What follows belongs to an exercise in optimizing a design on an open flow for small area and a short achievable clock period; a production flow would make more cautious choices.
At most, simulation tests tie the RTL to the original design; equivalence was not proved.
No activity file was given, so power comes from the tool's default toggle rates.

Design decode_stage, start of the top module:
module decode_stage #(
  parameter int XLEN  = 32,
  parameter int NREGS = 32
) (
  input  logic            clk,
  input  logic            rst,
  input  logic            in_valid,
  output logic            in_ready,
  input  logic [31:0]     in_instr,
  input  logic [XLEN-1:0] in_pc,
  input  logic            flush,
  input  logic            wb_en,
  input  logic [4:0]      wb_rd,
  input  logic [XLEN-1:0] wb_data,
  output logic            out_valid,
  input  logic            out_ready,
  output logic [XLEN-1:0] out_pc,
  output logic [XLEN-1:0] out_rs1_data,
  output logic [XLEN-1:0] out_rs2_data,
  output logic [XLEN-1:0] out_imm,
  output logic [4:0]      out_rs1,
  output logic [4:0]      out_rs2,
  output logic [4:0]      out_rd,
  output logic [3:0]      out_alu_ctrl,
  output logic            out_mul_en,
  output logic            out_branch,
  output logic            out_mem_read,
  output logic            out_mem_to_reg,
  output logic            out_mem_write,
  output logic            out_alu_src,
  output logic            out_reg_write,
  output logic            out_illegal,
  output logic [1:0]      out_jump
);
Size in the first run: roughly 270 I/O pins, ~44000 um2 of cells after synthesis.
==> flow/config.mk <==
export PLATFORM = sky130hd
export DESIGN_NAME = decode_stage
export DESIGN_NICKNAME = decode_stage
export VERILOG_FILES = /design/flow/design.v
export SDC_FILE = /design/flow/constraint.sdc
export NUM_CORES = 4
export LEC_CHECK = 0
export CAP_MARGIN = 20
export CORE_MARGIN = 2
export CORE_UTILIZATION = 40
export SETUP_SLACK_MARGIN = 1.5
export SLEW_MARGIN = 20
export SYNTH_HIERARCHICAL = 1
export SYNTH_MINIMUM_KEEP_SIZE = 0
==> flow/constraint.sdc <==
create_clock -name core_clock -period 6.0 [get_ports {clk}]
set_input_delay 1.2000 -clock core_clock [delete_from_list [all_inputs] [get_ports {clk}]]
set_output_delay 1.2000 -clock core_clock [all_outputs]
set_load 0.01 [all_outputs]
standard.sh (not shown) runs the stock make flow with config.mk's settings and CLKGATE_MAP_FILE= SYNTH_SCRIPT=/design/flow/synth_recipe.tcl, a recipe that flattens the netlist after the stock synthesis.
==> flow/flow/run.sh <==
#!/bin/bash
# The standard layout (standard.sh, unchanged synthesis) with two extra make settings:
#  - port buffers are plain buf_2 cells instead of the delay buffer buffer_ports picks on its own;
#  - the resizer may change a cell's footprint (sky130hd's config restricts it to the same one).
# make's full output goes to flow_make.log here; each ORFS step logs under orfs/logs/.
set -uo pipefail
bash standard.sh \
  MATCH_CELL_FOOTPRINT=0 \
  "BUFFER_PORTS_ARGS=-buffer_cell sky130_fd_sc_hd__buf_2" \
  finish > flow_make.log 2>&1
status=$?
tail -20 flow_make.log
exit $status
The baseline completed with no timing, DRC or antenna violations.
==> next run, changes <==
--- a/flow/design.v
+++ b/flow/design.v
@@ -49,16 +49,16 @@
 module regfile_bypass #(
   parameter int XLEN  = 32,
   parameter int NREGS = 32
 ) (
   input  logic            clk,
   input  logic            rst,
-  input  logic [3:0]      rs1_lo,     
-  input  logic [7:0]      rs1_hi,     
-  input  logic [3:0]      rs2_lo,
-  input  logic [7:0]      rs2_hi,
+  input  logic [4:0]      rs1,
+  input  logic            rs1_use,
+  input  logic [4:0]      rs2,
+  input  logic            rs2_use,
   output logic [XLEN-1:0] rs1_data,
   output logic [XLEN-1:0] rs2_data,
   input  logic            wb_en,
   input  logic [4:0]      wb_rd,
   input  logic [XLEN-1:0] wb_data
 );
@@ -74,14 +74,14 @@
       always_ff @(posedge clk or negedge rst) begin
         if (!rst) vld[i] <= 1'b0;
         else if (wb_en && wb_rd == 5'(i)) vld[i] <= 1'b1;
       end
     end
     for (i = 1; i < NREGS; i++) begin : g_sel
-      assign sel1[i] = rs1_lo[i % 4] && rs1_hi[i / 4] && vld[i];
-      assign sel2[i] = rs2_lo[i % 4] && rs2_hi[i / 4] && vld[i];
+      assign sel1[i] = rs1_use && vld[i] && rs1 == 5'(i);
+      assign sel2[i] = rs2_use && vld[i] && rs2 == 5'(i);
     end
   endgenerate
   localparam int NG = (NREGS - 1) / 3;
   logic [XLEN-1:0] t1 [NG], t2 [NG];
   genvar g, b;
   generate
@@ -189,14 +189,12 @@
   assign use2_in = opcode == decode_pkg::OP_BRANCH || opcode == decode_pkg::OP_STORE ||
                    opcode == decode_pkg::OP_OP;
   logic        hz_q;
   logic [24:0] ir_q;      
   logic [3:0]  cls_q;
   logic [4:0]  rd_q;
-  logic [3:0]  r1lo_q, r2lo_q;
-  logic [7:0]  r1hi_q, r2hi_q;
   assign rd_q   = ir_q[4:0];
   assign hazard = hz_q && ((use1_in && in_instr[19:15] == rd_q) ||
                            (use2_in && in_instr[24:20] == rd_q));
   assign load     = !out_valid || out_ready;
   assign in_ready = load && !hazard && !flush;
   assign hz_in    = opcode == decode_pkg::OP_LOAD && in_instr[11:7] != 5'd0;
@@ -214,16 +212,12 @@
   end
   always_ff @(posedge clk) begin
     if (load) begin
       out_pc <= in_pc;
       ir_q   <= in_instr[31:7];
       cls_q  <= cls_in;
-      r1lo_q <= use1_in ? 4'(1) << in_instr[16:15] : 4'd0;
-      r1hi_q <= 8'(1) << in_instr[19:17];
-      r2lo_q <= use2_in ? 4'(1) << in_instr[21:20] : 4'd0;
-      r2hi_q <= 8'(1) << in_instr[24:22];
     end
   end
   logic use1_q, use2_q, userd_q;
   logic [2:0] f3_q;
   logic [6:0] f7_q;
   assign f3_q = ir_q[7:5];
@@ -286,16 +280,16 @@
     endcase
   end
   assign out_mem_to_reg = out_mem_read;
   regfile_bypass #(.XLEN(XLEN), .NREGS(NREGS)) u_regfile (
     .clk      (clk),
     .rst      (rst),
-    .rs1_lo   (r1lo_q),
-    .rs1_hi   (r1hi_q),
-    .rs2_lo   (r2lo_q),
-    .rs2_hi   (r2hi_q),
+    .rs1      (ir_q[12:8]),
+    .rs1_use  (use1_q),
+    .rs2      (ir_q[17:13]),
+    .rs2_use  (use2_q),
     .rs1_data (out_rs1_data),
     .rs2_data (out_rs2_data),
     .wb_en    (wb_en),
     .wb_rd    (wb_rd),
     .wb_data  (wb_data)
   );
After rerunning: The changed run ran to the end with no violations. First-iteration DRC count rises by 23%. Cell count drops by 0.33%. Power is lower by 6.5%. Worst setup slack got worse by 160 ps. Routed wire length rose by 13%. Maximum frequency went down by 3.3%. Die area fell by 2.6%. Flip-flop and latch count goes down by 24. Critical path depth came out lower by 1. Clock-buffer cell count is higher by 5. Final area increases by 1.2%. Core utilization came out higher by 1.6 points. Hold slack improved by 35 ps.
For the first run of this note, only the layout was checked, not whether the RTL still works.

what the ideal ports hide:
The results above use ideal ports. As a check the final layouts listed here were re-extracted and re-timed, cells and wires unchanged.
Step 1, drivers: a clkbuf_16 drives clk and a buf_2 each remaining input, both assumed.
Step 2 also shifts input and output timing later by t, the mid clock arrival at the registers, as if the neighbouring blocks saw the same clock.
Slacks: ideal ports / drivers / drivers and shift; pairs: ideal ports / drivers.
run | shift t [ns] | setup WS [ns] | worst register clock-pin slew, ns
the first run | 0.763 | 1.382 / 1.314 / 1.965 | 0.07 / 0.07
the second run | 0.769 | 1.227 / 1.154 / 1.923 | 0.07 / 0.07
After both steps every run listed still meets setup and hold.
